This design comes from an exercise in tuning for small area, a short achievable clock period and few clock cycles per item on the open sky130 flow, not from production work.
RTL that was checked went through simulation tests only; none was proved equivalent to the original.
The RTL of run 1 was laid out without a check of its function.
Power figures rest on the tool's default switching activity, not on a simulated workload.

==> flow/design.v, too long to show whole: its modules and the start of the top module <==
// module pdfi_front: 49 lines
// module pdfi_queue: 34 lines
// module pdfi_vlane: 317 lines
// module pdfi_tlane: 447 lines
// module pdfi_back: 51 lines
// module pvt_derating_factor_interpolator: 83 lines
module pvt_derating_factor_interpolator (
  input  logic                                clk,
  input  logic                                rst_n,
  input  logic                                in_valid,
  output logic                                in_ready,
  input  logic [pdfi_pkg::VOLT_W-1:0]         in_voltage_mv,
  input  logic signed [pdfi_pkg::TEMP_W-1:0]  in_temperature_decideg,
  input  logic [pdfi_pkg::CORNER_W-1:0]       in_process_corner,
  output logic                                out_valid,
  input  logic                                out_ready,
  output logic [pdfi_pkg::FACTOR_W-1:0]       out_voltage_factor,
  output logic [pdfi_pkg::FACTOR_W-1:0]       out_temperature_factor,
  output logic [pdfi_pkg::FACTOR_W-1:0]       out_process_factor,
  output logic                                out_voltage_ok,
  output logic                                out_temperature_ok,
  output logic                                out_process_ok
);
  // ...
==> flow/run.sh <==
#!/bin/bash
# synth_recipe.tcl (not shown) runs the flow's synth.tcl, then flattens the netlist and writes it again
# the make line also repeats each setting of config.mk as NAME=value (left out here)
make -C /OpenROAD-flow-scripts/flow DESIGN_CONFIG=/design/flow/config.mk WORK_HOME=/design/flow/orfs CLKGATE_MAP_FILE= SYNTH_SCRIPT=/design/flow/synth_recipe.tcl finish
==> flow/config.mk <==
export PLATFORM = sky130hd
export DESIGN_NAME = pvt_derating_factor_interpolator
export DESIGN_NICKNAME = pvt_derating_factor_interpolator
export VERILOG_FILES = /design/flow/design.v
export SDC_FILE = /design/flow/constraint.sdc
export NUM_CORES = 4
export LEC_CHECK = 0
export ABC_CLOCK_PERIOD_IN_PS = 3500
export CAP_MARGIN = 20
export CORE_MARGIN = 2
export CORE_UTILIZATION = 40
export SETUP_SLACK_MARGIN = 3.0
export SLEW_MARGIN = 20
==> flow/constraint.sdc <==
create_clock -name core_clock -period 7.0 [get_ports {clk}]
set_input_delay 1.4000 -clock core_clock [delete_from_list [all_inputs] [get_ports {clk}]]
set_output_delay 1.4000 -clock core_clock [all_outputs]
set_load 0.01 [all_outputs]
==> flow_metrics.env, run 1 <==
export IMPL_yosysSeqAreaShare=0.1799
export IMPL_wl_met1_mm=17.53
export IMPL_place_ws_ns=1.090
export IMPL_postCtsSetupRepairBufs=146
export IMPL_holdBufCountCts=0
export IMPL_worst_pin_slew_ns=1.172
export IMPL_fin_ws_ns=1.611
export IMPL_holdPathStages=0
export IMPL_ant_nets=0
export IMPL_internal_power_mw=2.844
export IMPL_synth_top_family_by_area="compound AO/OA/AOI/OAI gates"
export IMPL_hold_viol_final=0
export IMPL_synth_warnings=5
export IMPL_worstReg2RegEnd="u_back.tf_r[18]"
export IMPL_syn_inst=1512
export IMPL_io_pins=100
export IMPL_crit_path_end="u_back.tf_r[18]"
export IMPL_worstReg2RegStart="u_queue.tseg_q[0]"
export IMPL_nNonClkBuffers=311
export IMPL_diodes=0
export IMPL_run_status="finished clean"
export IMPL_cpPeakStageDelay_ns=0.57
export IMPL_pg_clk_mw=0.517
export IMPL_crit_arrival_ns=5.49
export IMPL_crit_type="register to register"
export IMPL_numCtsBuffers=9
export IMPL_remaining_drc_errors=0
export IMPL_largest_cell_class="multi-input gates"
export IMPL_dr_wl_met3_mm=3.887
export IMPL_end_kind="register"
export IMPL_required_ns=7.10
export IMPL_final_area_sq_um=16680
export IMPL_crit_cells=22
export IMPL_grt_util_met3=0.05519
export IMPL_cp_startpoint="u_queue.tseg_q[0]"
export IMPL_multi_input_area_sq_um=10020
==> module pdfi_front, before the edit <==
module pdfi_front (
  input  logic [pdfi_pkg::VOLT_W-1:0]        in_voltage_mv,
  input  logic signed [pdfi_pkg::TEMP_W-1:0] in_temperature_decideg,
  output logic [pdfi_pkg::VSW-1:0]           vseg,
  output logic [pdfi_pkg::VOW-1:0]           vofs,
  output logic [pdfi_pkg::TSW-1:0]           tseg,
  output logic [pdfi_pkg::TOW-1:0]           tofs
);
  logic [pdfi_pkg::VOLT_W-1:0]        vanc;
  logic signed [pdfi_pkg::TEMP_W-1:0] tanc;
  logic [pdfi_pkg::VOLT_W-1:0]        vd;
  logic [pdfi_pkg::TEMP_W-1:0]        td;
  always_comb begin
    vseg = pdfi_pkg::VSEG_NONE;
    vanc = 11'd0;
    if (in_voltage_mv >= 11'd1080 && in_voltage_mv <= 11'd1320) begin
      if (in_voltage_mv <= 11'd1120) begin vseg = 3'd0; vanc = 11'd1120; end
      else if (in_voltage_mv <= 11'd1160) begin vseg = 3'd1; vanc = 11'd1160; end
      else if (in_voltage_mv <= 11'd1200) begin vseg = 3'd2; vanc = 11'd1200; end
      else if (in_voltage_mv <= 11'd1240) begin vseg = 3'd3; vanc = 11'd1240; end
      else if (in_voltage_mv <= 11'd1280) begin vseg = 3'd4; vanc = 11'd1280; end
      else if (1'b1) begin vseg = 3'd5; vanc = 11'd1320; end
    end
  end
  always_comb begin
    tseg = pdfi_pkg::TSEG_NONE;
    tanc = 12'sd0;
    if (in_temperature_decideg >= -12'sd250 && in_temperature_decideg <= 12'sd1250) begin
      if (in_temperature_decideg >= 12'sd1150) begin tseg = 4'd13; tanc = 12'sd1150; end
      else if (in_temperature_decideg >= 12'sd1050) begin tseg = 4'd12; tanc = 12'sd1050; end
      else if (in_temperature_decideg >= 12'sd950) begin tseg = 4'd11; tanc = 12'sd950; end
      else if (in_temperature_decideg >= 12'sd850) begin tseg = 4'd10; tanc = 12'sd850; end
      else if (in_temperature_decideg >= 12'sd750) begin tseg = 4'd9; tanc = 12'sd750; end
      else if (in_temperature_decideg >= 12'sd650) begin tseg = 4'd8; tanc = 12'sd650; end
      else if (in_temperature_decideg >= 12'sd550) begin tseg = 4'd7; tanc = 12'sd550; end
      else if (in_temperature_decideg >= 12'sd450) begin tseg = 4'd6; tanc = 12'sd450; end
      else if (in_temperature_decideg >= 12'sd350) begin tseg = 4'd5; tanc = 12'sd350; end
      else if (in_temperature_decideg >= 12'sd250) begin tseg = 4'd4; tanc = 12'sd250; end
      else if (in_temperature_decideg >= 12'sd150) begin tseg = 4'd3; tanc = 12'sd150; end
      else if (in_temperature_decideg >= 12'sd0) begin tseg = 4'd2; tanc = 12'sd0; end
      else if (in_temperature_decideg >= -12'sd150) begin tseg = 4'd1; tanc = -12'sd150; end
      else if (1'b1) begin tseg = 4'd0; tanc = -12'sd250; end
    end
  end
  assign vd   = vanc - in_voltage_mv;
  assign td   = in_temperature_decideg - tanc;
  assign vofs = vd[pdfi_pkg::VOW-1:0];
  assign tofs = td[pdfi_pkg::TOW-1:0];
endmodule
==> module pdfi_queue, before the edit <==
module pdfi_queue (
  input  logic                          clk,
  input  logic                          rst_n,
  input  logic                          en,
  input  logic                          in_valid,
  input  logic [pdfi_pkg::VSW-1:0]      vseg_d,
  input  logic [pdfi_pkg::VOW-1:0]      vofs_d,
  input  logic [pdfi_pkg::TSW-1:0]      tseg_d,
  input  logic [pdfi_pkg::TOW-1:0]      tofs_d,
  input  logic [pdfi_pkg::CORNER_W-1:0] corner_d,
  output logic                          valid_q,
  output logic [pdfi_pkg::VSW-1:0]      vseg_q,
  output logic [pdfi_pkg::VOW-1:0]      vofs_q,
  output logic [pdfi_pkg::TSW-1:0]      tseg_q,
  output logic [pdfi_pkg::TOW-1:0]      tofs_q,
  output logic [pdfi_pkg::CORNER_W-1:0] corner_q
);
  always_ff @(posedge clk) begin
    if (!rst_n) begin
      valid_q <= 1'b0;
    end else if (en) begin
      valid_q <= in_valid;
    end
  end
  always_ff @(posedge clk) begin
    if (en) begin
      vseg_q   <= vseg_d;
      vofs_q   <= vofs_d;
      tseg_q   <= tseg_d;
      tofs_q   <= tofs_d;
      corner_q <= corner_d;
    end
  end
endmodule
==> module pdfi_back, before the edit <==
module pdfi_back (
  input  logic                          clk,
  input  logic                          rst_n,
  input  logic                          en,
  input  logic                          valid_d,
  input  logic [pdfi_pkg::F_W-1:0]      vf_d,
  input  logic [pdfi_pkg::F_W-1:0]      tf_d,
  input  logic                          vok_d,
  input  logic                          tok_d,
  input  logic [pdfi_pkg::CORNER_W-1:0] corner_d,
  output logic                          out_valid,
  output logic [pdfi_pkg::FACTOR_W-1:0] out_voltage_factor,
  output logic [pdfi_pkg::FACTOR_W-1:0] out_temperature_factor,
  output logic [pdfi_pkg::FACTOR_W-1:0] out_process_factor,
  output logic                          out_voltage_ok,
  output logic                          out_temperature_ok,
  output logic                          out_process_ok
);
  logic [pdfi_pkg::F_W-1:0]      vf_r, tf_r;
  logic                          vok_r, tok_r;
  logic [pdfi_pkg::CORNER_W-1:0] corner_r;
  always_ff @(posedge clk) begin
    if (!rst_n) begin
      out_valid <= 1'b0;
    end else if (en) begin
      out_valid <= valid_d;
    end
  end
  always_ff @(posedge clk) begin
    if (en) begin
      vf_r     <= vf_d;
      tf_r     <= tf_d;
      vok_r    <= vok_d;
      tok_r    <= tok_d;
      corner_r <= corner_d;
    end
  end
  assign out_voltage_factor     = {1'b0, vf_r};
  assign out_temperature_factor = {1'b0, tf_r};
  assign out_voltage_ok         = vok_r;
  assign out_temperature_ok     = tok_r;
  always_comb begin
    unique case (corner_r)
      2'd0:    out_process_factor = pdfi_pkg::PF_SLOW;
      2'd1:    out_process_factor = pdfi_pkg::PF_TYP;
      2'd2:    out_process_factor = pdfi_pkg::PF_FAST;
      default: out_process_factor = '0;
    endcase
  end
  assign out_process_ok = corner_r != 2'd3;
endmodule
==> module pvt_derating_factor_interpolator, before the edit <==
module pvt_derating_factor_interpolator (
  input  logic                                clk,
  input  logic                                rst_n,
  input  logic                                in_valid,
  output logic                                in_ready,
  input  logic [pdfi_pkg::VOLT_W-1:0]         in_voltage_mv,
  input  logic signed [pdfi_pkg::TEMP_W-1:0]  in_temperature_decideg,
  input  logic [pdfi_pkg::CORNER_W-1:0]       in_process_corner,
  output logic                                out_valid,
  input  logic                                out_ready,
  output logic [pdfi_pkg::FACTOR_W-1:0]       out_voltage_factor,
  output logic [pdfi_pkg::FACTOR_W-1:0]       out_temperature_factor,
  output logic [pdfi_pkg::FACTOR_W-1:0]       out_process_factor,
  output logic                                out_voltage_ok,
  output logic                                out_temperature_ok,
  output logic                                out_process_ok
);
  logic [pdfi_pkg::VSW-1:0]      vseg_d, vseg_q;
  logic [pdfi_pkg::VOW-1:0]      vofs_d, vofs_q;
  logic [pdfi_pkg::TSW-1:0]      tseg_d, tseg_q;
  logic [pdfi_pkg::TOW-1:0]      tofs_d, tofs_q;
  logic [pdfi_pkg::CORNER_W-1:0] corner_q;
  logic                          a_valid;
  logic                          a_en;
  logic                          b_en;
  logic [pdfi_pkg::F_W-1:0]      vf, tf;
  assign b_en     = !out_valid || out_ready;
  assign a_en     = !a_valid || b_en;
  assign in_ready = a_en;
  pdfi_front u_front (
    .in_voltage_mv          (in_voltage_mv),
    .in_temperature_decideg (in_temperature_decideg),
    .vseg                   (vseg_d),
    .vofs                   (vofs_d),
    .tseg                   (tseg_d),
    .tofs                   (tofs_d)
  );
  pdfi_queue u_queue (
    .clk      (clk),
    .rst_n    (rst_n),
    .en       (a_en),
    .in_valid (in_valid),
    .vseg_d   (vseg_d),
    .vofs_d   (vofs_d),
    .tseg_d   (tseg_d),
    .tofs_d   (tofs_d),
    .corner_d (in_process_corner),
    .valid_q  (a_valid),
    .vseg_q   (vseg_q),
    .vofs_q   (vofs_q),
    .tseg_q   (tseg_q),
    .tofs_q   (tofs_q),
    .corner_q (corner_q)
  );
  pdfi_vlane u_vlane (
    .seg (vseg_q),
    .ofs (vofs_q),
    .f   (vf)
  );
  pdfi_tlane u_tlane (
    .seg (tseg_q),
    .ofs (tofs_q),
    .f   (tf)
  );
  pdfi_back u_back (
    .clk                    (clk),
    .rst_n                  (rst_n),
    .en                     (b_en),
    .valid_d                (a_valid),
    .vf_d                   (vf),
    .tf_d                   (tf),
    .vok_d                  (vseg_q != pdfi_pkg::VSEG_NONE),
    .tok_d                  (tseg_q != pdfi_pkg::TSEG_NONE),
    .corner_d               (corner_q),
    .out_valid              (out_valid),
    .out_voltage_factor     (out_voltage_factor),
    .out_temperature_factor (out_temperature_factor),
    .out_process_factor     (out_process_factor),
    .out_voltage_ok         (out_voltage_ok),
    .out_temperature_ok     (out_temperature_ok),
    .out_process_ok         (out_process_ok)
  );
endmodule
==> run 2, diff against run 1 <==
--- a/flow/design.v
+++ b/flow/design.v
@@ -5,10 +5,11 @@
   localparam int FACTOR_W = 22;
   localparam int F_W      = 21;   
-  localparam int VOW = 6;
-  localparam int VSW = 3;
-  localparam int TOW = 8;
-  localparam int TSW = 4;
-  localparam logic [VSW-1:0] VSEG_NONE = 3'd7;
-  localparam logic [TSW-1:0] TSEG_NONE = 4'd15;
+  localparam int NB       = 5;   
+  localparam int VUW = 6;
+  localparam int VSW = 9;
+  localparam int TUW = 8;
+  localparam int TSW = 18;
+  localparam logic [VSW-1:0] VSEG_NONE = '0;
+  localparam logic [TSW-1:0] TSEG_NONE = '0;
   localparam logic [FACTOR_W-1:0] PF_SLOW = 22'd1231275;
   localparam logic [FACTOR_W-1:0] PF_TYP  = 22'd1048576;
@@ -19,48 +20,47 @@
   input  logic signed [pdfi_pkg::TEMP_W-1:0] in_temperature_decideg,
   output logic [pdfi_pkg::VSW-1:0]           vseg,
-  output logic [pdfi_pkg::VOW-1:0]           vofs,
+  output logic [pdfi_pkg::VUW-1:0]           vu,
   output logic [pdfi_pkg::TSW-1:0]           tseg,
-  output logic [pdfi_pkg::TOW-1:0]           tofs
+  output logic [pdfi_pkg::TUW-1:0]           tu
 );
-  logic [pdfi_pkg::VOLT_W-1:0]        vanc;
-  logic signed [pdfi_pkg::TEMP_W-1:0] tanc;
-  logic [pdfi_pkg::VOLT_W-1:0]        vd;
-  logic [pdfi_pkg::TEMP_W-1:0]        td;
   always_comb begin
-    vseg = pdfi_pkg::VSEG_NONE;
-    vanc = 11'd0;
-    if (in_voltage_mv >= 11'd1080 && in_voltage_mv <= 11'd1320) begin
-      if (in_voltage_mv <= 11'd1120) begin vseg = 3'd0; vanc = 11'd1120; end
-      else if (in_voltage_mv <= 11'd1160) begin vseg = 3'd1; vanc = 11'd1160; end
-      else if (in_voltage_mv <= 11'd1200) begin vseg = 3'd2; vanc = 11'd1200; end
-      else if (in_voltage_mv <= 11'd1240) begin vseg = 3'd3; vanc = 11'd1240; end
-      else if (in_voltage_mv <= 11'd1280) begin vseg = 3'd4; vanc = 11'd1280; end
-      else if (1'b1) begin vseg = 3'd5; vanc = 11'd1320; end
-    end
+    logic [9:0] ge;
+    ge[0] = in_voltage_mv >= 11'd1080;
+    ge[1] = in_voltage_mv >= 11'd1088;
+    ge[2] = in_voltage_mv >= 11'd1120;
+    ge[3] = in_voltage_mv >= 11'd1152;
+    ge[4] = in_voltage_mv >= 11'd1160;
+    ge[5] = in_voltage_mv >= 11'd1200;
+    ge[6] = in_voltage_mv >= 11'd1216;
+    ge[7] = in_voltage_mv >= 11'd1240;
+    ge[8] = in_voltage_mv >= 11'd1280;
+    ge[9] = in_voltage_mv > 11'd1320;
+    vseg = ge[8:0] & ~ge[9:1];
   end
   always_comb begin
-    tseg = pdfi_pkg::TSEG_NONE;
-    tanc = 12'sd0;
-    if (in_temperature_decideg >= -12'sd250 && in_temperature_decideg <= 12'sd1250) begin
-      if (in_temperature_decideg >= 12'sd1150) begin tseg = 4'd13; tanc = 12'sd1150; end
-      else if (in_temperature_decideg >= 12'sd1050) begin tseg = 4'd12; tanc = 12'sd1050; end
-      else if (in_temperature_decideg >= 12'sd950) begin tseg = 4'd11; tanc = 12'sd950; end
-      else if (in_temperature_decideg >= 12'sd850) begin tseg = 4'd10; tanc = 12'sd850; end
-      else if (in_temperature_decideg >= 12'sd750) begin tseg = 4'd9; tanc = 12'sd750; end
-      else if (in_temperature_decideg >= 12'sd650) begin tseg = 4'd8; tanc = 12'sd650; end
-      else if (in_temperature_decideg >= 12'sd550) begin tseg = 4'd7; tanc = 12'sd550; end
-      else if (in_temperature_decideg >= 12'sd450) begin tseg = 4'd6; tanc = 12'sd450; end
-      else if (in_temperature_decideg >= 12'sd350) begin tseg = 4'd5; tanc = 12'sd350; end
-      else if (in_temperature_decideg >= 12'sd250) begin tseg = 4'd4; tanc = 12'sd250; end
-      else if (in_temperature_decideg >= 12'sd150) begin tseg = 4'd3; tanc = 12'sd150; end
-      else if (in_temperature_decideg >= 12'sd0) begin tseg = 4'd2; tanc = 12'sd0; end
-      else if (in_temperature_decideg >= -12'sd150) begin tseg = 4'd1; tanc = -12'sd150; end
-      else if (1'b1) begin tseg = 4'd0; tanc = -12'sd250; end
-    end
+    logic [18:0] ge;
+    ge[0] = in_temperature_decideg >= -12'sd250;
+    ge[1] = in_temperature_decideg >= -12'sd150;
+    ge[2] = in_temperature_decideg >= 12'sd0;
+    ge[3] = in_temperature_decideg >= 12'sd150;
+    ge[4] = in_temperature_decideg >= 12'sd250;
+    ge[5] = in_temperature_decideg >= 12'sd256;
+    ge[6] = in_temperature_decideg >= 12'sd350;
+    ge[7] = in_temperature_decideg >= 12'sd450;
+    ge[8] = in_temperature_decideg >= 12'sd512;
+    ge[9] = in_temperature_decideg >= 12'sd550;
+    ge[10] = in_temperature_decideg >= 12'sd650;
+    ge[11] = in_temperature_decideg >= 12'sd750;
+    ge[12] = in_temperature_decideg >= 12'sd768;
+    ge[13] = in_temperature_decideg >= 12'sd850;
+    ge[14] = in_temperature_decideg >= 12'sd950;
+    ge[15] = in_temperature_decideg >= 12'sd1024;
+    ge[16] = in_temperature_decideg >= 12'sd1050;
+    ge[17] = in_temperature_decideg >= 12'sd1150;
+    ge[18] = in_temperature_decideg > 12'sd1250;
+    tseg = ge[17:0] & ~ge[18:1];
   end
-  assign vd   = vanc - in_voltage_mv;
-  assign td   = in_temperature_decideg - tanc;
-  assign vofs = vd[pdfi_pkg::VOW-1:0];
-  assign tofs = td[pdfi_pkg::TOW-1:0];
+  assign vu = in_voltage_mv[pdfi_pkg::VUW-1:0];
+  assign tu = in_temperature_decideg[pdfi_pkg::TUW-1:0];
 endmodule
 module pdfi_queue (
@@ -70,13 +70,13 @@
   input  logic                          in_valid,
   input  logic [pdfi_pkg::VSW-1:0]      vseg_d,
-  input  logic [pdfi_pkg::VOW-1:0]      vofs_d,
+  input  logic [pdfi_pkg::VUW-1:0]      vu_d,
   input  logic [pdfi_pkg::TSW-1:0]      tseg_d,
-  input  logic [pdfi_pkg::TOW-1:0]      tofs_d,
+  input  logic [pdfi_pkg::TUW-1:0]      tu_d,
   input  logic [pdfi_pkg::CORNER_W-1:0] corner_d,
   output logic                          valid_q,
   output logic [pdfi_pkg::VSW-1:0]      vseg_q,
-  output logic [pdfi_pkg::VOW-1:0]      vofs_q,
+  output logic [pdfi_pkg::VUW-1:0]      vu_q,
   output logic [pdfi_pkg::TSW-1:0]      tseg_q,
-  output logic [pdfi_pkg::TOW-1:0]      tofs_q,
+  output logic [pdfi_pkg::TUW-1:0]      tu_q,
   output logic [pdfi_pkg::CORNER_W-1:0] corner_q
 );
@@ -91,7 +91,7 @@
     if (en) begin
       vseg_q   <= vseg_d;
-      vofs_q   <= vofs_d;
+      vu_q     <= vu_d;
       tseg_q   <= tseg_d;
-      tofs_q   <= tofs_d;
+      tu_q     <= tu_d;
       corner_q <= corner_d;
     end
@@ -99,30 +99,48 @@
 endmodule
 module pdfi_vlane (
-  input  logic [2:0] seg,
-  input  logic [5:0] ofs,
-  output logic [20:0] f
+  input  logic [8:0] seg,
+  input  logic [5:0] u,
+  output logic [20:0] ls,
+  output logic [4:0] gb,
+  output logic ck
 );
-  logic [28:0] e;
-  logic [18:0] g;
-  logic [19:0] g3;
-  always_comb begin
-    unique case (seg)
-      3'd0: begin e = 29'd288657368; g = 19'd310210; g3 = 20'd930630; end
-      3'd1: begin e = 29'd277874048; g = 19'd269583; g3 = 20'd808749; end
-      3'd2: begin e = 29'd268435574; g = 19'd235962; g3 = 20'd707886; end
-      3'd3: begin e = 29'd259974496; g = 19'd211527; g3 = 20'd634581; end
-      3'd4: begin e = 29'd252346896; g = 19'd190690; g3 = 20'd572070; end
-      3'd5: begin e = 29'd245479516; g = 19'd171685; g3 = 20'd515055; end
-      default: begin e = '0; g = '0; g3 = '0; end
-    endcase
-  end
+  logic [27:0] e;
+  logic [17:0] g;
+  logic [18:0] g3;
+  logic [5:0] m;
+  assign e = ({28{seg[0]}} & 28'd149447104)
+    | ({28{seg[1]}} & 28'd139520384)
+    | ({28{seg[2]}} & 28'd140150204)
+    | ({28{seg[3]}} & 28'd131523840)
+    | ({28{seg[4]}} & 28'd132448072)
+    | ({28{seg[5]}} & 28'd132631344)
+    | ({28{seg[6]}} & 28'd125862444)
+    | ({28{seg[7]}} & 28'd126268792)
+    | ({28{seg[8]}} & 28'd120765400);
+  assign g = ({18{seg[0]}} & 18'd155118)
+    | ({18{seg[1]}} & 18'd155106)
+    | ({18{seg[2]}} & 18'd134788)
+    | ({18{seg[3]}} & 18'd134784)
+    | ({18{seg[4]}} & 18'd117981)
+    | ({18{seg[5]}} & 18'd105762)
+    | ({18{seg[6]}} & 18'd105764)
+    | ({18{seg[7]}} & 18'd95345)
+    | ({18{seg[8]}} & 18'd85842);
+  assign g3 = ({19{seg[0]}} & 19'd465354)
+    | ({19{seg[1]}} & 19'd465318)
+    | ({19{seg[2]}} & 19'd404364)
+    | ({19{seg[3]}} & 19'd404352)
+    | ({19{seg[4]}} & 19'd353943)
+    | ({19{seg[5]}} & 19'd317286)
+    | ({19{seg[6]}} & 19'd317292)
+    | ({19{seg[7]}} & 19'd286035)
+    | ({19{seg[8]}} & 19'd257526);
   logic d0_1, d0_2, d0_3;
-  logic [19:0] r0;
+  logic [18:0] r0;
   logic d1_1, d1_2, d1_3;
-  logic [19:0] r1;
+  logic [18:0] r1;
   logic d2_1, d2_2, d2_3;
-  logic [19:0] r2;
-  logic [28:0] sa, sb;
-  logic [29:0] sum;
+  logic [18:0] r2;
+  logic [27:0] sa, sb;
   logic t_w1;
   logic t_w2;
@@ -201,11 +219,8 @@
   logic t_w75;
   logic t_w76;
-  logic t_w77;
-  logic t_w78;
-  logic t_w79;
-  logic t_w80;
-  assign d0_1 = ofs[1:0] == 2'd1;
-  assign d0_2 = ofs[1:0] == 2'd2;
-  assign d0_3 = ofs[1:0] == 2'd3;
+  assign m = ~u;
+  assign d0_1 = m[1:0] == 2'd1;
+  assign d0_2 = m[1:0] == 2'd2;
+  assign d0_3 = m[1:0] == 2'd3;
   assign r0[0] = (d0_1 & g[0]) | (d0_3 & g3[0]);
   assign r0[1] = (d0_1 & g[1]) | (d0_2 & g[0]) | (d0_3 & g3[1]);
@@ -226,9 +241,8 @@
   assign r0[16] = (d0_1 & g[16]) | (d0_2 & g[15]) | (d0_3 & g3[16]);
   assign r0[17] = (d0_1 & g[17]) | (d0_2 & g[16]) | (d0_3 & g3[17]);
-  assign r0[18] = (d0_1 & g[18]) | (d0_2 & g[17]) | (d0_3 & g3[18]);
-  assign r0[19] = (d0_2 & g[18]) | (d0_3 & g3[19]);
-  assign d1_1 = ofs[3:2] == 2'd1;
-  assign d1_2 = ofs[3:2] == 2'd2;
-  assign d1_3 = ofs[3:2] == 2'd3;
+  assign r0[18] = (d0_2 & g[17]) | (d0_3 & g3[18]);
+  assign d1_1 = m[3:2] == 2'd1;
+  assign d1_2 = m[3:2] == 2'd2;
+  assign d1_3 = m[3:2] == 2'd3;
   assign r1[0] = (d1_1 & g[0]) | (d1_3 & g3[0]);
   assign r1[1] = (d1_1 & g[1]) | (d1_2 & g[0]) | (d1_3 & g3[1]);
@@ -249,29 +263,27 @@
   assign r1[16] = (d1_1 & g[16]) | (d1_2 & g[15]) | (d1_3 & g3[16]);
   assign r1[17] = (d1_1 & g[17]) | (d1_2 & g[16]) | (d1_3 & g3[17]);
-  assign r1[18] = (d1_1 & g[18]) | (d1_2 & g[17]) | (d1_3 & g3[18]);
-  assign r1[19] = (d1_2 & g[18]) | (d1_3 & g3[19]);
-  assign d2_1 = ofs[5:4] == 2'd1;
-  assign d2_2 = ofs[5:4] == 2'd2;
-  assign d2_3 = 1'b0;
-  assign r2[0] = (d2_1 & g[0]);
-  assign r2[1] = (d2_1 & g[1]) | (d2_2 & g[0]);
-  assign r2[2] = (d2_1 & g[2]) | (d2_2 & g[1]);
-  assign r2[3] = (d2_1 & g[3]) | (d2_2 & g[2]);
-  assign r2[4] = (d2_1 & g[4]) | (d2_2 & g[3]);
-  assign r2[5] = (d2_1 & g[5]) | (d2_2 & g[4]);
-  assign r2[6] = (d2_1 & g[6]) | (d2_2 & g[5]);
-  assign r2[7] = (d2_1 & g[7]) | (d2_2 & g[6]);
-  assign r2[8] = (d2_1 & g[8]) | (d2_2 & g[7]);
-  assign r2[9] = (d2_1 & g[9]) | (d2_2 & g[8]);
-  assign r2[10] = (d2_1 & g[10]) | (d2_2 & g[9]);
-  assign r2[11] = (d2_1 & g[11]) | (d2_2 & g[10]);
-  assign r2[12] = (d2_1 & g[12]) | (d2_2 & g[11]);
-  assign r2[13] = (d2_1 & g[13]) | (d2_2 & g[12]);
-  assign r2[14] = (d2_1 & g[14]) | (d2_2 & g[13]);
-  assign r2[15] = (d2_1 & g[15]) | (d2_2 & g[14]);
-  assign r2[16] = (d2_1 & g[16]) | (d2_2 & g[15]);
-  assign r2[17] = (d2_1 & g[17]) | (d2_2 & g[16]);
-  assign r2[18] = (d2_1 & g[18]) | (d2_2 & g[17]);
-  assign r2[19] = (d2_2 & g[18]);
+  assign r1[18] = (d1_2 & g[17]) | (d1_3 & g3[18]);
+  assign d2_1 = m[5:4] == 2'd1;
+  assign d2_2 = m[5:4] == 2'd2;
+  assign d2_3 = m[5:4] == 2'd3;
+  assign r2[0] = (d2_1 & g[0]) | (d2_3 & g3[0]);
+  assign r2[1] = (d2_1 & g[1]) | (d2_2 & g[0]) | (d2_3 & g3[1]);
+  assign r2[2] = (d2_1 & g[2]) | (d2_2 & g[1]) | (d2_3 & g3[2]);
+  assign r2[3] = (d2_1 & g[3]) | (d2_2 & g[2]) | (d2_3 & g3[3]);
+  assign r2[4] = (d2_1 & g[4]) | (d2_2 & g[3]) | (d2_3 & g3[4]);
+  assign r2[5] = (d2_1 & g[5]) | (d2_2 & g[4]) | (d2_3 & g3[5]);
+  assign r2[6] = (d2_1 & g[6]) | (d2_2 & g[5]) | (d2_3 & g3[6]);
+  assign r2[7] = (d2_1 & g[7]) | (d2_2 & g[6]) | (d2_3 & g3[7]);
+  assign r2[8] = (d2_1 & g[8]) | (d2_2 & g[7]) | (d2_3 & g3[8]);
+  assign r2[9] = (d2_1 & g[9]) | (d2_2 & g[8]) | (d2_3 & g3[9]);
+  assign r2[10] = (d2_1 & g[10]) | (d2_2 & g[9]) | (d2_3 & g3[10]);
+  assign r2[11] = (d2_1 & g[11]) | (d2_2 & g[10]) | (d2_3 & g3[11]);
+  assign r2[12] = (d2_1 & g[12]) | (d2_2 & g[11]) | (d2_3 & g3[12]);
+  assign r2[13] = (d2_1 & g[13]) | (d2_2 & g[12]) | (d2_3 & g3[13]);
+  assign r2[14] = (d2_1 & g[14]) | (d2_2 & g[13]) | (d2_3 & g3[14]);
+  assign r2[15] = (d2_1 & g[15]) | (d2_2 & g[14]) | (d2_3 & g3[15]);
+  assign r2[16] = (d2_1 & g[16]) | (d2_2 & g[15]) | (d2_3 & g3[16]);
+  assign r2[17] = (d2_1 & g[17]) | (d2_2 & g[16]) | (d2_3 & g3[17]);
+  assign r2[18] = (d2_2 & g[17]) | (d2_3 & g3[18]);
   assign t_w1 = e[4] ^ r0[4];
   assign t_w2 = e[4] & r0[4];
@@ -304,104 +316,100 @@
   assign t_w29 = e[18] ^ r0[18] ^ r1[16];
   assign t_w30 = (e[18] & r0[18]) | (r1[16] & (e[18] ^ r0[18]));
-  assign t_w31 = e[19] ^ r0[19] ^ r1[17];
-  assign t_w32 = (e[19] & r0[19]) | (r1[17] & (e[19] ^ r0[19]));
+  assign t_w31 = e[19] ^ r1[17];
+  assign t_w32 = e[19] & r1[17];
   assign t_w33 = e[20] ^ r1[18];
   assign t_w34 = e[20] & r1[18];
-  assign t_w35 = e[21] ^ r1[19];
-  assign t_w36 = e[21] & r1[19];
-  assign t_w37 = e[2] ^ r0[2];
-  assign t_w38 = e[2] & r0[2];
-  assign t_w39 = e[3] ^ r0[3] ^ r1[1];
-  assign t_w40 = (e[3] & r0[3]) | (r1[1] & (e[3] ^ r0[3]));
-  assign t_w41 = t_w1 ^ r1[2] ^ r2[0];
-  assign t_w42 = (t_w1 & r1[2]) | (r2[0] & (t_w1 ^ r1[2]));
-  assign t_w43 = t_w2 ^ t_w3 ^ r2[1];
-  assign t_w44 = (t_w2 & t_w3) | (r2[1] & (t_w2 ^ t_w3));
-  assign t_w45 = t_w4 ^ t_w5 ^ r2[2];
-  assign t_w46 = (t_w4 & t_w5) | (r2[2] & (t_w4 ^ t_w5));
-  assign t_w47 = t_w6 ^ t_w7 ^ r2[3];
-  assign t_w48 = (t_w6 & t_w7) | (r2[3] & (t_w6 ^ t_w7));
-  assign t_w49 = t_w8 ^ t_w9 ^ r2[4];
-  assign t_w50 = (t_w8 & t_w9) | (r2[4] & (t_w8 ^ t_w9));
-  assign t_w51 = t_w10 ^ t_w11 ^ r2[5];
-  assign t_w52 = (t_w10 & t_w11) | (r2[5] & (t_w10 ^ t_w11));
-  assign t_w53 = t_w12 ^ t_w13 ^ r2[6];
-  assign t_w54 = (t_w12 & t_w13) | (r2[6] & (t_w12 ^ t_w13));
-  assign t_w55 = t_w14 ^ t_w15 ^ r2[7];
-  assign t_w56 = (t_w14 & t_w15) | (r2[7] & (t_w14 ^ t_w15));
-  assign t_w57 = t_w16 ^ t_w17 ^ r2[8];
-  assign t_w58 = (t_w16 & t_w17) | (r2[8] & (t_w16 ^ t_w17));
-  assign t_w59 = t_w18 ^ t_w19 ^ r2[9];
-  assign t_w60 = (t_w18 & t_w19) | (r2[9] & (t_w18 ^ t_w19));
-  assign t_w61 = t_w20 ^ t_w21 ^ r2[10];
-  assign t_w62 = (t_w20 & t_w21) | (r2[10] & (t_w20 ^ t_w21));
-  assign t_w63 = t_w22 ^ t_w23 ^ r2[11];
-  assign t_w64 = (t_w22 & t_w23) | (r2[11] & (t_w22 ^ t_w23));
-  assign t_w65 = t_w24 ^ t_w25 ^ r2[12];
-  assign t_w66 = (t_w24 & t_w25) | (r2[12] & (t_w24 ^ t_w25));
-  assign t_w67 = t_w26 ^ t_w27 ^ r2[13];
-  assign t_w68 = (t_w26 & t_w27) | (r2[13] & (t_w26 ^ t_w27));
-  assign t_w69 = t_w28 ^ t_w29 ^ r2[14];
-  assign t_w70 = (t_w28 & t_w29) | (r2[14] & (t_w28 ^ t_w29));
-  assign t_w71 = t_w30 ^ t_w31 ^ r2[15];
-  assign t_w72 = (t_w30 & t_w31) | (r2[15] & (t_w30 ^ t_w31));
-  assign t_w73 = t_w32 ^ t_w33 ^ r2[16];
-  assign t_w74 = (t_w32 & t_w33) | (r2[16] & (t_w32 ^ t_w33));
-  assign t_w75 = t_w34 ^ t_w35 ^ r2[17];
-  assign t_w76 = (t_w34 & t_w35) | (r2[17] & (t_w34 ^ t_w35));
-  assign t_w77 = t_w36 ^ e[22] ^ r2[18];
-  assign t_w78 = (t_w36 & e[22]) | (r2[18] & (t_w36 ^ e[22]));
-  assign t_w79 = e[23] ^ r2[19];
-  assign t_w80 = e[23] & r2[19];
+  assign t_w35 = e[2] ^ r0[2];
+  assign t_w36 = e[2] & r0[2];
+  assign t_w37 = e[3] ^ r0[3] ^ r1[1];
+  assign t_w38 = (e[3] & r0[3]) | (r1[1] & (e[3] ^ r0[3]));
+  assign t_w39 = t_w1 ^ r1[2] ^ r2[0];
+  assign t_w40 = (t_w1 & r1[2]) | (r2[0] & (t_w1 ^ r1[2]));
+  assign t_w41 = t_w2 ^ t_w3 ^ r2[1];
+  assign t_w42 = (t_w2 & t_w3) | (r2[1] & (t_w2 ^ t_w3));
+  assign t_w43 = t_w4 ^ t_w5 ^ r2[2];
+  assign t_w44 = (t_w4 & t_w5) | (r2[2] & (t_w4 ^ t_w5));
+  assign t_w45 = t_w6 ^ t_w7 ^ r2[3];
+  assign t_w46 = (t_w6 & t_w7) | (r2[3] & (t_w6 ^ t_w7));
+  assign t_w47 = t_w8 ^ t_w9 ^ r2[4];
+  assign t_w48 = (t_w8 & t_w9) | (r2[4] & (t_w8 ^ t_w9));
+  assign t_w49 = t_w10 ^ t_w11 ^ r2[5];
+  assign t_w50 = (t_w10 & t_w11) | (r2[5] & (t_w10 ^ t_w11));
+  assign t_w51 = t_w12 ^ t_w13 ^ r2[6];
+  assign t_w52 = (t_w12 & t_w13) | (r2[6] & (t_w12 ^ t_w13));
+  assign t_w53 = t_w14 ^ t_w15 ^ r2[7];
+  assign t_w54 = (t_w14 & t_w15) | (r2[7] & (t_w14 ^ t_w15));
+  assign t_w55 = t_w16 ^ t_w17 ^ r2[8];
+  assign t_w56 = (t_w16 & t_w17) | (r2[8] & (t_w16 ^ t_w17));
+  assign t_w57 = t_w18 ^ t_w19 ^ r2[9];
+  assign t_w58 = (t_w18 & t_w19) | (r2[9] & (t_w18 ^ t_w19));
+  assign t_w59 = t_w20 ^ t_w21 ^ r2[10];
+  assign t_w60 = (t_w20 & t_w21) | (r2[10] & (t_w20 ^ t_w21));
+  assign t_w61 = t_w22 ^ t_w23 ^ r2[11];
+  assign t_w62 = (t_w22 & t_w23) | (r2[11] & (t_w22 ^ t_w23));
+  assign t_w63 = t_w24 ^ t_w25 ^ r2[12];
+  assign t_w64 = (t_w24 & t_w25) | (r2[12] & (t_w24 ^ t_w25));
+  assign t_w65 = t_w26 ^ t_w27 ^ r2[13];
+  assign t_w66 = (t_w26 & t_w27) | (r2[13] & (t_w26 ^ t_w27));
+  assign t_w67 = t_w28 ^ t_w29 ^ r2[14];
+  assign t_w68 = (t_w28 & t_w29) | (r2[14] & (t_w28 ^ t_w29));
+  assign t_w69 = t_w30 ^ t_w31 ^ r2[15];
+  assign t_w70 = (t_w30 & t_w31) | (r2[15] & (t_w30 ^ t_w31));
+  assign t_w71 = t_w32 ^ t_w33 ^ r2[16];
+  assign t_w72 = (t_w32 & t_w33) | (r2[16] & (t_w32 ^ t_w33));
+  assign t_w73 = t_w34 ^ e[21] ^ r2[17];
+  assign t_w74 = (t_w34 & e[21]) | (r2[17] & (t_w34 ^ e[21]));
+  assign t_w75 = e[22] ^ r2[18];
+  assign t_w76 = e[22] & r2[18];
   assign sa[0] = e[0];
   assign sb[0] = r0[0];
   assign sa[1] = e[1];
   assign sb[1] = r0[1];
-  assign sa[2] = t_w37;
+  assign sa[2] = t_w35;
   assign sb[2] = r1[0];
-  assign sa[3] = t_w38;
-  assign sb[3] = t_w39;
-  assign sa[4] = t_w40;
-  assign sb[4] = t_w41;
-  assign sa[5] = t_w42;
-  assign sb[5] = t_w43;
-  assign sa[6] = t_w44;
-  assign sb[6] = t_w45;
-  assign sa[7] = t_w46;
-  assign sb[7] = t_w47;
-  assign sa[8] = t_w48;
-  assign sb[8] = t_w49;
-  assign sa[9] = t_w50;
-  assign sb[9] = t_w51;
-  assign sa[10] = t_w52;
-  assign sb[10] = t_w53;
-  assign sa[11] = t_w54;
-  assign sb[11] = t_w55;
-  assign sa[12] = t_w56;
-  assign sb[12] = t_w57;
-  assign sa[13] = t_w58;
-  assign sb[13] = t_w59;
-  assign sa[14] = t_w60;
-  assign sb[14] = t_w61;
-  assign sa[15] = t_w62;
-  assign sb[15] = t_w63;
-  assign sa[16] = t_w64;
-  assign sb[16] = t_w65;
-  assign sa[17] = t_w66;
-  assign sb[17] = t_w67;
-  assign sa[18] = t_w68;
-  assign sb[18] = t_w69;
-  assign sa[19] = t_w70;
-  assign sb[19] = t_w71;
-  assign sa[20] = t_w72;
-  assign sb[20] = t_w73;
-  assign sa[21] = t_w74;
-  assign sb[21] = t_w75;
-  assign sa[22] = t_w76;
-  assign sb[22] = t_w77;
-  assign sa[23] = t_w78;
-  assign sb[23] = t_w79;
-  assign sa[24] = t_w80;
-  assign sb[24] = e[24];
+  assign sa[3] = t_w36;
+  assign sb[3] = t_w37;
+  assign sa[4] = t_w38;
+  assign sb[4] = t_w39;
+  assign sa[5] = t_w40;
+  assign sb[5] = t_w41;
+  assign sa[6] = t_w42;
+  assign sb[6] = t_w43;
+  assign sa[7] = t_w44;
+  assign sb[7] = t_w45;
+  assign sa[8] = t_w46;
+  assign sb[8] = t_w47;
+  assign sa[9] = t_w48;
+  assign sb[9] = t_w49;
+  assign sa[10] = t_w50;
+  assign sb[10] = t_w51;
+  assign sa[11] = t_w52;
+  assign sb[11] = t_w53;
+  assign sa[12] = t_w54;
+  assign sb[12] = t_w55;
+  assign sa[13] = t_w56;
+  assign sb[13] = t_w57;
+  assign sa[14] = t_w58;
+  assign sb[14] = t_w59;
+  assign sa[15] = t_w60;
+  assign sb[15] = t_w61;
+  assign sa[16] = t_w62;
+  assign sb[16] = t_w63;
+  assign sa[17] = t_w64;
+  assign sb[17] = t_w65;
+  assign sa[18] = t_w66;
+  assign sb[18] = t_w67;
+  assign sa[19] = t_w68;
+  assign sb[19] = t_w69;
+  assign sa[20] = t_w70;
+  assign sb[20] = t_w71;
+  assign sa[21] = t_w72;
+  assign sb[21] = t_w73;
+  assign sa[22] = t_w74;
+  assign sb[22] = t_w75;
+  assign sa[23] = t_w76;
+  assign sb[23] = e[23];
+  assign sa[24] = e[24];
+  assign sb[24] = 1'b0;
   assign sa[25] = e[25];
   assign sb[25] = 1'b0;
@@ -410,36 +418,77 @@
   assign sa[27] = e[27];
   assign sb[27] = 1'b0;
-  assign sa[28] = e[28];
-  assign sb[28] = 1'b0;
-  assign sum = sa + sb;
-  assign f = sum[28:8];
+  logic [6:0] lo_unused;
+  assign {ck, lo_unused} = 8'(sa[6:0]) + 8'(sb[6:0]);
+  assign {gb[0], ls[3:0]} = 5'(sa[10:7]) + 5'(sb[10:7]);
+  assign {gb[1], ls[7:4]} = 5'(sa[14:11]) + 5'(sb[14:11]);
+  assign {gb[2], ls[11:8]} = 5'(sa[18:15]) + 5'(sb[18:15]);
+  assign {gb[3], ls[15:12]} = 5'(sa[22:19]) + 5'(sb[22:19]);
+  assign {gb[4], ls[20:16]} = 6'(sa[27:23]) + 6'(sb[27:23]);
 endmodule
 module pdfi_tlane (
-  input  logic [3:0] seg,
-  input  logic [7:0] ofs,
-  output logic [20:0] f
+  input  logic [17:0] seg,
+  input  logic [7:0] u,
+  output logic [20:0] ls,
+  output logic [4:0] gb,
+  output logic ck
 );
   logic [31:0] e;
   logic [18:0] g;
   logic [20:0] g3;
-  always_comb begin
-    unique case (seg)
-      4'd0: begin e = 32'd1927363328; g = 19'd430227; g3 = 21'd1290681; end
-      4'd1: begin e = 32'd1970385984; g = 19'd441036; g3 = 21'd1323108; end
-      4'd2: begin e = 32'd2036541248; g = 19'd442025; g3 = 21'd1326075; end
-      4'd3: begin e = 32'd2102844960; g = 19'd446397; g3 = 21'd1339191; end
-      4'd4: begin e = 32'd2147484640; g = 19'd436047; g3 = 21'd1308141; end
-      4'd5: begin e = 32'd2191089296; g = 19'd434544; g3 = 21'd1303632; end
-      4'd6: begin e = 32'd2234543616; g = 19'd457216; g3 = 21'd1371648; end
-      4'd7: begin e = 32'd2280265760; g = 19'd454235; g3 = 21'd1362705; end
-      4'd8: begin e = 32'd2325689296; g = 19'd447407; g3 = 21'd1342221; end
-      4'd9: begin e = 32'd2370430006; g = 19'd436089; g3 = 21'd1308267; end
-      4'd10: begin e = 32'd2414038000; g = 19'd432111; g3 = 21'd1296333; end
-      4'd11: begin e = 32'd2457248384; g = 19'd436327; g3 = 21'd1308981; end
-      4'd12: begin e = 32'd2500881024; g = 19'd425352; g3 = 21'd1276056; end
-      4'd13: begin e = 32'd2543416200; g = 19'd442296; g3 = 21'd1326888; end
-      default: begin e = '0; g = '0; g3 = '0; end
-    endcase
-  end
+  logic [7:0] m;
+  assign e = ({32{seg[0]}} & 32'd1924782080)
+    | ({32{seg[1]}} & 32'd1923636160)
+    | ({32{seg[2]}} & 32'd2036541344)
+    | ({32{seg[3]}} & 32'd2035885408)
+    | ({32{seg[4]}} & 32'd2038427648)
+    | ({32{seg[5]}} & 32'd2150100880)
+    | ({32{seg[6]}} & 32'd2150242160)
+    | ({32{seg[7]}} & 32'd2145842176)
+    | ({32{seg[8]}} & 32'd2262891520)
+    | ({32{seg[9]}} & 32'd2263004832)
+    | ({32{seg[10]}} & 32'd2263947136)
+    | ({32{seg[11]}} & 32'd2266637056)
+    | ({32{seg[12]}} & 32'd2378279616)
+    | ({32{seg[13]}} & 32'd2378605472)
+    | ({32{seg[14]}} & 32'd2377837520)
+    | ({32{seg[15]}} & 32'd2489536960)
+    | ({32{seg[16]}} & 32'd2489821872)
+    | ({32{seg[17]}} & 32'd2487687072);
+  assign g = ({19{seg[0]}} & 19'd430225)
+    | ({19{seg[1]}} & 19'd441036)
+    | ({19{seg[2]}} & 19'd442024)
+    | ({19{seg[3]}} & 19'd446397)
+    | ({19{seg[4]}} & 19'd436224)
+    | ({19{seg[5]}} & 19'd436048)
+    | ({19{seg[6]}} & 19'd434544)
+    | ({19{seg[7]}} & 19'd457224)
+    | ({19{seg[8]}} & 19'd457202)
+    | ({19{seg[9]}} & 19'd454235)
+    | ({19{seg[10]}} & 19'd447407)
+    | ({19{seg[11]}} & 19'd436104)
+    | ({19{seg[12]}} & 19'd436089)
+    | ({19{seg[13]}} & 19'd432107)
+    | ({19{seg[14]}} & 19'd436324)
+    | ({19{seg[15]}} & 19'd436306)
+    | ({19{seg[16]}} & 19'd425352)
+    | ({19{seg[17]}} & 19'd442295);
+  assign g3 = ({21{seg[0]}} & 21'd1290675)
+    | ({21{seg[1]}} & 21'd1323108)
+    | ({21{seg[2]}} & 21'd1326072)
+    | ({21{seg[3]}} & 21'd1339191)
+    | ({21{seg[4]}} & 21'd1308672)
+    | ({21{seg[5]}} & 21'd1308144)
+    | ({21{seg[6]}} & 21'd1303632)
+    | ({21{seg[7]}} & 21'd1371672)
+    | ({21{seg[8]}} & 21'd1371606)
+    | ({21{seg[9]}} & 21'd1362705)
+    | ({21{seg[10]}} & 21'd1342221)
+    | ({21{seg[11]}} & 21'd1308312)
+    | ({21{seg[12]}} & 21'd1308267)
+    | ({21{seg[13]}} & 21'd1296321)
+    | ({21{seg[14]}} & 21'd1308972)
+    | ({21{seg[15]}} & 21'd1308918)
+    | ({21{seg[16]}} & 21'd1276056)
+    | ({21{seg[17]}} & 21'd1326885);
   logic d0_1, d0_2, d0_3;
   logic [20:0] r0;
@@ -449,7 +498,6 @@
   logic [20:0] r2;
   logic d3_1, d3_2, d3_3;
-  logic [19:0] r3;
+  logic [20:0] r3;
   logic [31:0] sa, sb;
-  logic [32:0] sum;
   logic t_w1;
   logic t_w2;
@@ -576,7 +624,10 @@
   logic t_w123;
   logic t_w124;
-  assign d0_1 = ofs[1:0] == 2'd1;
-  assign d0_2 = ofs[1:0] == 2'd2;
-  assign d0_3 = ofs[1:0] == 2'd3;
+  logic t_w125;
+  logic t_w126;
+  assign m = u;
+  assign d0_1 = m[1:0] == 2'd1;
+  assign d0_2 = m[1:0] == 2'd2;
+  assign d0_3 = m[1:0] == 2'd3;
   assign r0[0] = (d0_1 & g[0]) | (d0_3 & g3[0]);
   assign r0[1] = (d0_1 & g[1]) | (d0_2 & g[0]) | (d0_3 & g3[1]);
@@ -600,7 +651,7 @@
   assign r0[19] = (d0_2 & g[18]) | (d0_3 & g3[19]);
   assign r0[20] = (d0_3 & g3[20]);
-  assign d1_1 = ofs[3:2] == 2'd1;
-  assign d1_2 = ofs[3:2] == 2'd2;
-  assign d1_3 = ofs[3:2] == 2'd3;
+  assign d1_1 = m[3:2] == 2'd1;
+  assign d1_2 = m[3:2] == 2'd2;
+  assign d1_3 = m[3:2] == 2'd3;
   assign r1[0] = (d1_1 & g[0]) | (d1_3 & g3[0]);
   assign r1[1] = (d1_1 & g[1]) | (d1_2 & g[0]) | (d1_3 & g3[1]);
@@ -624,7 +675,7 @@
   assign r1[19] = (d1_2 & g[18]) | (d1_3 & g3[19]);
   assign r1[20] = (d1_3 & g3[20]);
-  assign d2_1 = ofs[5:4] == 2'd1;
-  assign d2_2 = ofs[5:4] == 2'd2;
-  assign d2_3 = ofs[5:4] == 2'd3;
+  assign d2_1 = m[5:4] == 2'd1;
+  assign d2_2 = m[5:4] == 2'd2;
+  assign d2_3 = m[5:4] == 2'd3;
   assign r2[0] = (d2_1 & g[0]) | (d2_3 & g3[0]);
   assign r2[1] = (d2_1 & g[1]) | (d2_2 & g[0]) | (d2_3 & g3[1]);
@@ -648,27 +699,28 @@
   assign r2[19] = (d2_2 & g[18]) | (d2_3 & g3[19]);
   assign r2[20] = (d2_3 & g3[20]);
-  assign d3_1 = ofs[7:6] == 2'd1;
-  assign d3_2 = ofs[7:6] == 2'd2;
-  assign d3_3 = 1'b0;
-  assign r3[0] = (d3_1 & g[0]);
-  assign r3[1] = (d3_1 & g[1]) | (d3_2 & g[0]);
-  assign r3[2] = (d3_1 & g[2]) | (d3_2 & g[1]);
-  assign r3[3] = (d3_1 & g[3]) | (d3_2 & g[2]);
-  assign r3[4] = (d3_1 & g[4]) | (d3_2 & g[3]);
-  assign r3[5] = (d3_1 & g[5]) | (d3_2 & g[4]);
-  assign r3[6] = (d3_1 & g[6]) | (d3_2 & g[5]);
-  assign r3[7] = (d3_1 & g[7]) | (d3_2 & g[6]);
-  assign r3[8] = (d3_1 & g[8]) | (d3_2 & g[7]);
-  assign r3[9] = (d3_1 & g[9]) | (d3_2 & g[8]);
-  assign r3[10] = (d3_1 & g[10]) | (d3_2 & g[9]);
-  assign r3[11] = (d3_1 & g[11]) | (d3_2 & g[10]);
-  assign r3[12] = (d3_1 & g[12]) | (d3_2 & g[11]);
-  assign r3[13] = (d3_1 & g[13]) | (d3_2 & g[12]);
-  assign r3[14] = (d3_1 & g[14]) | (d3_2 & g[13]);
-  assign r3[15] = (d3_1 & g[15]) | (d3_2 & g[14]);
-  assign r3[16] = (d3_1 & g[16]) | (d3_2 & g[15]);
-  assign r3[17] = (d3_1 & g[17]) | (d3_2 & g[16]);
-  assign r3[18] = (d3_1 & g[18]) | (d3_2 & g[17]);
-  assign r3[19] = (d3_2 & g[18]);
+  assign d3_1 = m[7:6] == 2'd1;
+  assign d3_2 = m[7:6] == 2'd2;
+  assign d3_3 = m[7:6] == 2'd3;
+  assign r3[0] = (d3_1 & g[0]) | (d3_3 & g3[0]);
+  assign r3[1] = (d3_1 & g[1]) | (d3_2 & g[0]) | (d3_3 & g3[1]);
+  assign r3[2] = (d3_1 & g[2]) | (d3_2 & g[1]) | (d3_3 & g3[2]);
+  assign r3[3] = (d3_1 & g[3]) | (d3_2 & g[2]) | (d3_3 & g3[3]);
+  assign r3[4] = (d3_1 & g[4]) | (d3_2 & g[3]) | (d3_3 & g3[4]);
+  assign r3[5] = (d3_1 & g[5]) | (d3_2 & g[4]) | (d3_3 & g3[5]);
+  assign r3[6] = (d3_1 & g[6]) | (d3_2 & g[5]) | (d3_3 & g3[6]);
+  assign r3[7] = (d3_1 & g[7]) | (d3_2 & g[6]) | (d3_3 & g3[7]);
+  assign r3[8] = (d3_1 & g[8]) | (d3_2 & g[7]) | (d3_3 & g3[8]);
+  assign r3[9] = (d3_1 & g[9]) | (d3_2 & g[8]) | (d3_3 & g3[9]);
+  assign r3[10] = (d3_1 & g[10]) | (d3_2 & g[9]) | (d3_3 & g3[10]);
+  assign r3[11] = (d3_1 & g[11]) | (d3_2 & g[10]) | (d3_3 & g3[11]);
+  assign r3[12] = (d3_1 & g[12]) | (d3_2 & g[11]) | (d3_3 & g3[12]);
+  assign r3[13] = (d3_1 & g[13]) | (d3_2 & g[12]) | (d3_3 & g3[13]);
+  assign r3[14] = (d3_1 & g[14]) | (d3_2 & g[13]) | (d3_3 & g3[14]);
+  assign r3[15] = (d3_1 & g[15]) | (d3_2 & g[14]) | (d3_3 & g3[15]);
+  assign r3[16] = (d3_1 & g[16]) | (d3_2 & g[15]) | (d3_3 & g3[16]);
+  assign r3[17] = (d3_1 & g[17]) | (d3_2 & g[16]) | (d3_3 & g3[17]);
+  assign r3[18] = (d3_1 & g[18]) | (d3_2 & g[17]) | (d3_3 & g3[18]);
+  assign r3[19] = (d3_2 & g[18]) | (d3_3 & g3[19]);
+  assign r3[20] = (d3_3 & g3[20]);
   assign t_w1 = e[6] ^ r0[6];
   assign t_w2 = e[6] & r0[6];
@@ -795,4 +847,6 @@
   assign t_w123 = t_w76 ^ e[25] ^ r3[19];
   assign t_w124 = (t_w76 & e[25]) | (r3[19] & (t_w76 ^ e[25]));
+  assign t_w125 = e[26] ^ r3[20];
+  assign t_w126 = e[26] & r3[20];
   assign sa[0] = e[0];
   assign sb[0] = r0[0];
@@ -848,7 +902,7 @@
   assign sb[25] = t_w123;
   assign sa[26] = t_w124;
-  assign sb[26] = e[26];
-  assign sa[27] = e[27];
-  assign sb[27] = 1'b0;
+  assign sb[26] = t_w125;
+  assign sa[27] = t_w126;
+  assign sb[27] = e[27];
   assign sa[28] = e[28];
   assign sb[28] = 1'b0;
@@ -859,6 +913,36 @@
   assign sa[31] = e[31];
   assign sb[31] = 1'b0;
-  assign sum = sa + sb;
-  assign f = sum[31:11];
+  logic [10:0] lo_unused;
+  assign {ck, lo_unused} = 12'(sa[10:0]) + 12'(sb[10:0]);
+  assign {gb[0], ls[3:0]} = 5'(sa[14:11]) + 5'(sb[14:11]);
+  assign {gb[1], ls[7:4]} = 5'(sa[18:15]) + 5'(sb[18:15]);
+  assign {gb[2], ls[11:8]} = 5'(sa[22:19]) + 5'(sb[22:19]);
+  assign {gb[3], ls[15:12]} = 5'(sa[26:23]) + 5'(sb[26:23]);
+  assign {gb[4], ls[20:16]} = 6'(sa[31:27]) + 6'(sb[31:27]);
+endmodule
+module pdfi_resolve (
+  input  logic [20:0] ls,
+  input  logic [4:0] gb,
+  input  logic ck,
+  output logic [20:0] f
+);
+  logic [5:0] c;
+  logic [4:0] pb;
+  assign c[0] = ck;
+  assign pb[0] = &ls[3:0];
+  assign c[1] = gb[0] | (pb[0] & c[0]);
+  assign f[3:0] = ls[3:0] + 4'(c[0]);
+  assign pb[1] = &ls[7:4];
+  assign c[2] = gb[1] | (pb[1] & c[1]);
+  assign f[7:4] = ls[7:4] + 4'(c[1]);
+  assign pb[2] = &ls[11:8];
+  assign c[3] = gb[2] | (pb[2] & c[2]);
+  assign f[11:8] = ls[11:8] + 4'(c[2]);
+  assign pb[3] = &ls[15:12];
+  assign c[4] = gb[3] | (pb[3] & c[3]);
+  assign f[15:12] = ls[15:12] + 4'(c[3]);
+  assign pb[4] = &ls[20:16];
+  assign c[5] = gb[4] | (pb[4] & c[4]);
+  assign f[20:16] = ls[20:16] + 5'(c[4]);
 endmodule
 module pdfi_back (
@@ -867,6 +951,10 @@
   input  logic                          en,
   input  logic                          valid_d,
-  input  logic [pdfi_pkg::F_W-1:0]      vf_d,
-  input  logic [pdfi_pkg::F_W-1:0]      tf_d,
+  input  logic [pdfi_pkg::F_W-1:0]      vls_d,
+  input  logic [pdfi_pkg::NB-1:0]       vgb_d,
+  input  logic                          vck_d,
+  input  logic [pdfi_pkg::F_W-1:0]      tls_d,
+  input  logic [pdfi_pkg::NB-1:0]       tgb_d,
+  input  logic                          tck_d,
   input  logic                          vok_d,
   input  logic                          tok_d,
@@ -880,5 +968,7 @@
   output logic                          out_process_ok
 );
-  logic [pdfi_pkg::F_W-1:0]      vf_r, tf_r;
+  logic [pdfi_pkg::F_W-1:0]      vls_r, tls_r;
+  logic [pdfi_pkg::NB-1:0]       vgb_r, tgb_r;
+  logic                          vck_r, tck_r;
   logic                          vok_r, tok_r;
   logic [pdfi_pkg::CORNER_W-1:0] corner_r;
@@ -892,6 +982,10 @@
   always_ff @(posedge clk) begin
     if (en) begin
-      vf_r     <= vf_d;
-      tf_r     <= tf_d;
+      vls_r    <= vls_d;
+      vgb_r    <= vgb_d;
+      vck_r    <= vck_d;
+      tls_r    <= tls_d;
+      tgb_r    <= tgb_d;
+      tck_r    <= tck_d;
       vok_r    <= vok_d;
       tok_r    <= tok_d;
@@ -899,6 +993,9 @@
     end
   end
-  assign out_voltage_factor     = {1'b0, vf_r};
-  assign out_temperature_factor = {1'b0, tf_r};
+  logic [pdfi_pkg::F_W-1:0] vf, tf;
+  pdfi_resolve u_vres (.ls (vls_r), .gb (vgb_r), .ck (vck_r), .f (vf));
+  pdfi_resolve u_tres (.ls (tls_r), .gb (tgb_r), .ck (tck_r), .f (tf));
+  assign out_voltage_factor     = {1'b0, vf};
+  assign out_temperature_factor = {1'b0, tf};
   assign out_voltage_ok         = vok_r;
   assign out_temperature_ok     = tok_r;
@@ -931,12 +1028,14 @@
 );
   logic [pdfi_pkg::VSW-1:0]      vseg_d, vseg_q;
-  logic [pdfi_pkg::VOW-1:0]      vofs_d, vofs_q;
+  logic [pdfi_pkg::VUW-1:0]      vu_d, vu_q;
   logic [pdfi_pkg::TSW-1:0]      tseg_d, tseg_q;
-  logic [pdfi_pkg::TOW-1:0]      tofs_d, tofs_q;
+  logic [pdfi_pkg::TUW-1:0]      tu_d, tu_q;
   logic [pdfi_pkg::CORNER_W-1:0] corner_q;
   logic                          a_valid;
   logic                          a_en;
   logic                          b_en;
-  logic [pdfi_pkg::F_W-1:0]      vf, tf;
+  logic [pdfi_pkg::F_W-1:0]      vls, tls;
+  logic [pdfi_pkg::NB-1:0]       vgb, tgb;
+  logic                          vck, tck;
   assign b_en     = !out_valid || out_ready;
   assign a_en     = !a_valid || b_en;
@@ -946,7 +1045,7 @@
     .in_temperature_decideg (in_temperature_decideg),
     .vseg                   (vseg_d),
-    .vofs                   (vofs_d),
+    .vu                     (vu_d),
     .tseg                   (tseg_d),
-    .tofs                   (tofs_d)
+    .tu                     (tu_d)
   );
   pdfi_queue u_queue (
@@ -956,24 +1055,28 @@
     .in_valid (in_valid),
     .vseg_d   (vseg_d),
-    .vofs_d   (vofs_d),
+    .vu_d     (vu_d),
     .tseg_d   (tseg_d),
-    .tofs_d   (tofs_d),
+    .tu_d     (tu_d),
     .corner_d (in_process_corner),
     .valid_q  (a_valid),
     .vseg_q   (vseg_q),
-    .vofs_q   (vofs_q),
+    .vu_q     (vu_q),
     .tseg_q   (tseg_q),
-    .tofs_q   (tofs_q),
+    .tu_q     (tu_q),
     .corner_q (corner_q)
   );
   pdfi_vlane u_vlane (
     .seg (vseg_q),
-    .ofs (vofs_q),
-    .f   (vf)
+    .u   (vu_q),
+    .ls  (vls),
+    .gb  (vgb),
+    .ck  (vck)
   );
   pdfi_tlane u_tlane (
     .seg (tseg_q),
-    .ofs (tofs_q),
-    .f   (tf)
+    .u   (tu_q),
+    .ls  (tls),
+    .gb  (tgb),
+    .ck  (tck)
   );
   pdfi_back u_back (
@@ -982,6 +1085,10 @@
     .en                     (b_en),
     .valid_d                (a_valid),
-    .vf_d                   (vf),
-    .tf_d                   (tf),
+    .vls_d                  (vls),
+    .vgb_d                  (vgb),
+    .vck_d                  (vck),
+    .tls_d                  (tls),
+    .tgb_d                  (tgb),
+    .tck_d                  (tck),
     .vok_d                  (vseg_q != pdfi_pkg::VSEG_NONE),
     .tok_d                  (tseg_q != pdfi_pkg::TSEG_NONE),
--- a/flow/config.mk
+++ b/flow/config.mk
@@ -6,8 +6,6 @@
 export NUM_CORES = 4
 export LEC_CHECK = 0
-export ABC_CLOCK_PERIOD_IN_PS = 3500
 export CAP_MARGIN = 20
 export CORE_MARGIN = 2
 export CORE_UTILIZATION = 40
-export SETUP_SLACK_MARGIN = 3.0
 export SLEW_MARGIN = 20
==> run 2 against run 1 <==
- still clean on timing, DRC and antenna
- synthesized cell count down 12%
- fmax up 4.1%
- critical path depth down 10
- sequential power up 39%
- non-clock buffer count down 206
- first-iteration DRC count down 5.4%
- global-route usage down 4.4 points
- largest power group unchanged
==> flow_metrics.env, run 2 <==
export IMPL_htree_num_levels=3
export IMPL_drtPass1Iterations=7
export IMPL_diodes=0
export IMPL_cts_sinks=100
export IMPL_cts_tree="yes"
export IMPL_vias=10210
export IMPL_die_y_microns=176.0
export IMPL_required_ns=7.11
export IMPL_grt_usage=0.2227
export IMPL_synth_seq_cells=100
export IMPL_cts_resized=0
export IMPL_grt_pass1_wl_mm=54.74
export IMPL_crit_arrival_ns=5.28
export IMPL_power_frac_comb=0.585
export IMPL_synthTopCellsByArea="edfxtp_1 (25%), fa_1 (16%), ha_1 (8.7%)"
export IMPL_synth_top_area_share=0.2486
export IMPL_die_area_sq_um=30990
export IMPL_numCtsBuffers=9
export IMPL_finalSetupViolCount=0
export IMPL_core_area_sq_um=28940
export IMPL_power_total_mw=3.718
export IMPL_io_pins=100
export IMPL_crit_type="register to register"
export IMPL_drt_iter0_drc=1274
export IMPL_routed_wl_mm=33.78
export IMPL_worst_pin_slew_ns=1.050
export IMPL_synth_warnings=3
export IMPL_antenna_found_initial=0
export IMPL_final_nets=1552
export IMPL_run_status="finished clean"
export IMPL_synthFlopType="edfxtp_1"
export IMPL_start_kind="register"
export IMPL_final_common_cell="inv_1"
export IMPL_skew_ns=0.01062
export IMPL_seqPwrFrac=0.273
export IMPL_p_clk_frac=0.141
export IMPL_max_freq_ghz=0.1931
export IMPL_postCtsSetupRepairBufs=0
export IMPL_syn_area_per_cell_sq_um=8.914
export IMPL_ys_top_cells_by_count="inv_1 (146), nand2_1 (116), edfxtp_1 (98)"
export IMPL_yosysUniqueCellTypes=74
export IMPL_clkLatencyLatePin_ns=0.36
export IMPL_holdBufCountCts=0
export IMPL_cpPeakStageDelay_ns=0.96
export IMPL_grt_max_degree=56
export IMPL_period_needed_ns=5.177
export IMPL_hold_viol_final=0
export IMPL_synth_edff_count=98
export IMPL_grt_pass1_vias=9746
export IMPL_pwr_density_cell_nw_per_um2=281.6
export IMPL_die_width_microns=176.0
export IMPL_timing_final_crit_share=0.7396
export IMPL_end_kind="register"
export IMPL_async_reset_ff_frac=0
export IMPL_critPathSlowestCell="nor4_1"
export IMPL_largest_reg_flops=21
export IMPL_irDropWorstVdd_mv=0.1177
export IMPL_fin_setup_tns_ns=0
export IMPL_slew_viol_final=0
export IMPL_power_leakage_nw=6.013
export IMPL_yosysTopAreaCell="edfxtp_1"
export IMPL_cp_top_family="adder cells"
export IMPL_netlist_area_sq_um=11840
export IMPL_cp_common_cell="fa_1"
export IMPL_avgViaCountPerCell=5.890
export IMPL_gp_congestion=1.002
export IMPL_remaining_drc_errors=0
export IMPL_relSlewSlack=0.2934
export IMPL_dp_hpwl_mm=25.48
export IMPL_layout_common_cells="inv_1 (145), nand2_1 (115), edfxtp_1 (98), fa_1 (96), clkdlybuf4s50_1 (91)"
export IMPL_cts_clk_slew_worst_paths_ns=0.07
export IMPL_num_rows=62
export IMPL_reg_top3="u_back.tls_r: 21 flops, u_back.vls_r: 20 flops, u_queue.tseg_q: 18 flops"
export IMPL_clock_path_buffers=2
export IMPL_syn_inst=1328
export IMPL_cp_max_fo=12
export IMPL_total_switching_power_mw=1.496
export IMPL_path_buf_inv=2
export IMPL_internal_power_mw=2.222
export IMPL_drive_above_1_share=0.06667
export IMPL_yosysSeqAreaShare=0.2520
export IMPL_yosysMostFrequentCell="inv_1"
export IMPL_switching_share=0.4023
export IMPL_routedWlPerCell_microns=19.48
export IMPL_cap_violations=0
export IMPL_initial_utilization=0.4091
export IMPL_hold_class="register to register"
export IMPL_cts_root_buf="clkbuf_16"
export IMPL_top_register="u_back.tls_r"
export IMPL_area_growth_pct=11.54
export IMPL_cp_cell_sequence="nor4_1, nand4_1, a22o_1, fa_1, fa_1, inv_1, fa_1, inv_1, ha_1, a21o_1, a21oi_1, xnor2_1"
export IMPL_io_buffers=91
export IMPL_rsz0062_at_grt="no"
export IMPL_grt_ovfl_total=0
export IMPL_ant_nets=0
## run 2: changes by cell type in the layout (fill, tap and decap cells not counted), moves of 29 or more
| cell | change |
|---|---|
| a21oi_1 | -37 |
| a21oi_2 | -30 |
| buf_4 | -161 |
| edfxtp_1 | +29 |
| ha_1 | +39 |
| ha_4 | -29 |
| nand3_1 | +33 |
| nor2_1 | -34 |
| nor3_1 | +39 |
| o21ai_0 | -41 |
| or2_2 | +40 |
## run 2: worst reg2reg max path, stage by stage (launching register included)
cell      delay [ns]
edfxtp_1        0.60
nor4_1          0.96
nand4_1         0.57
a22o_1          0.40
fa_1            0.47
fa_1            0.51
inv_1           0.05
fa_1            0.57
inv_1           0.06
ha_1            0.28
a21o_1          0.18
a21oi_1         0.18
xnor2_1         0.09
## run 2: cells by family after synthesis
group	count (synthesis)	share of synthesized area
flops	100	0.2520
xor+xnor	38	0.02812
fa+ha+maj	178	0.2490
other cells	1	0.0003168
mux	6	0.005179
buf+inv	252	0.08709
compound gates	255	0.1505
simple gates	498	0.2278
## run 2: final timing paths
path                            start                  to  slack (ns)  depth (start not counted)
setup / recovery    u_queue.tseg_q[6]     u_back.tls_r[7]        1.82                         12
setup reg to reg    u_queue.tseg_q[6]     u_back.tls_r[7]        1.82                         12
hold / removal    u_queue.corner_q[1]  u_back.corner_r[1]        0.42                          0
hold reg to reg   u_queue.corner_q[1]  u_back.corner_r[1]        0.42                          0
## run 2: cell type report
cell class / count / area (sq um)
Clock inverter: 6 / 72.57
Fill cell: 2864 / 15730
Tap cell: 384 / 480.5
Sequential cell: 100 / 2983
Timing Repair Buffer: 105 / 1016
Clock buffer: 10 / 239.0
Multi-Input combinational cell: 983 / 7865
Inverter: 146 / 548.0
## run 2: layer usage
metal / up-vias / GRT usage / wire length [microns]
met5: - / 0 / 0
met4: 0 / 0.04614 / 584
met3: 59 / 0.03488 / 3070
met2: 568 / 0.3340 / 14510
met1: 4877 / 0.3385 / 15610
li1: 4710 / - / -
## run 2: power by group through the flow
| stage | logic (mW) | registers (mW) | clock network [mW] |
|---|---|---|---|
| 2_1_floorplan | 1.52 | 0.968 | 0 |
| 3_3_place_gp | 2.13 | 1.03 | 0 |
| 3_5_place_dp | 2.18 | 1.03 | 0 |
| 4_1_cts | 2.20 | 1.02 | 0.541 |
| 5_1_grt | 2.49 | 1.03 | 0.562 |
| 6_report | 2.18 | 1.02 | 0.526 |
## run 2: through the flow
stage	util	hold slack (ns)	worst slack, ns	std cells	instance area, sq um
after floorplan	-	0.4003	2.576	1335	11860
after global placement	0.4454	0.4177	1.984	1718	12890
after detailed placement	0.4454	0.4045	1.989	1718	12890
after CTS	0.4562	0.4212	1.982	1734	13200
after global routing	0.4563	0.4463	1.637	1734	13200
final	0.4563	0.4200	1.823	1734	13200
Testbench counts of run 2, summed over its fixed seeds: cycles 16,016, items 16,000.

Re-timed with assumed drivers on the ports (clkbuf_16 on the clock, buf_2 on other inputs), run 2 has 1.823 ns of setup slack against 1.823 ns with ideal ports, and 1.823 ns once port delays also move by the mid clock arrival of 0.402 ns.
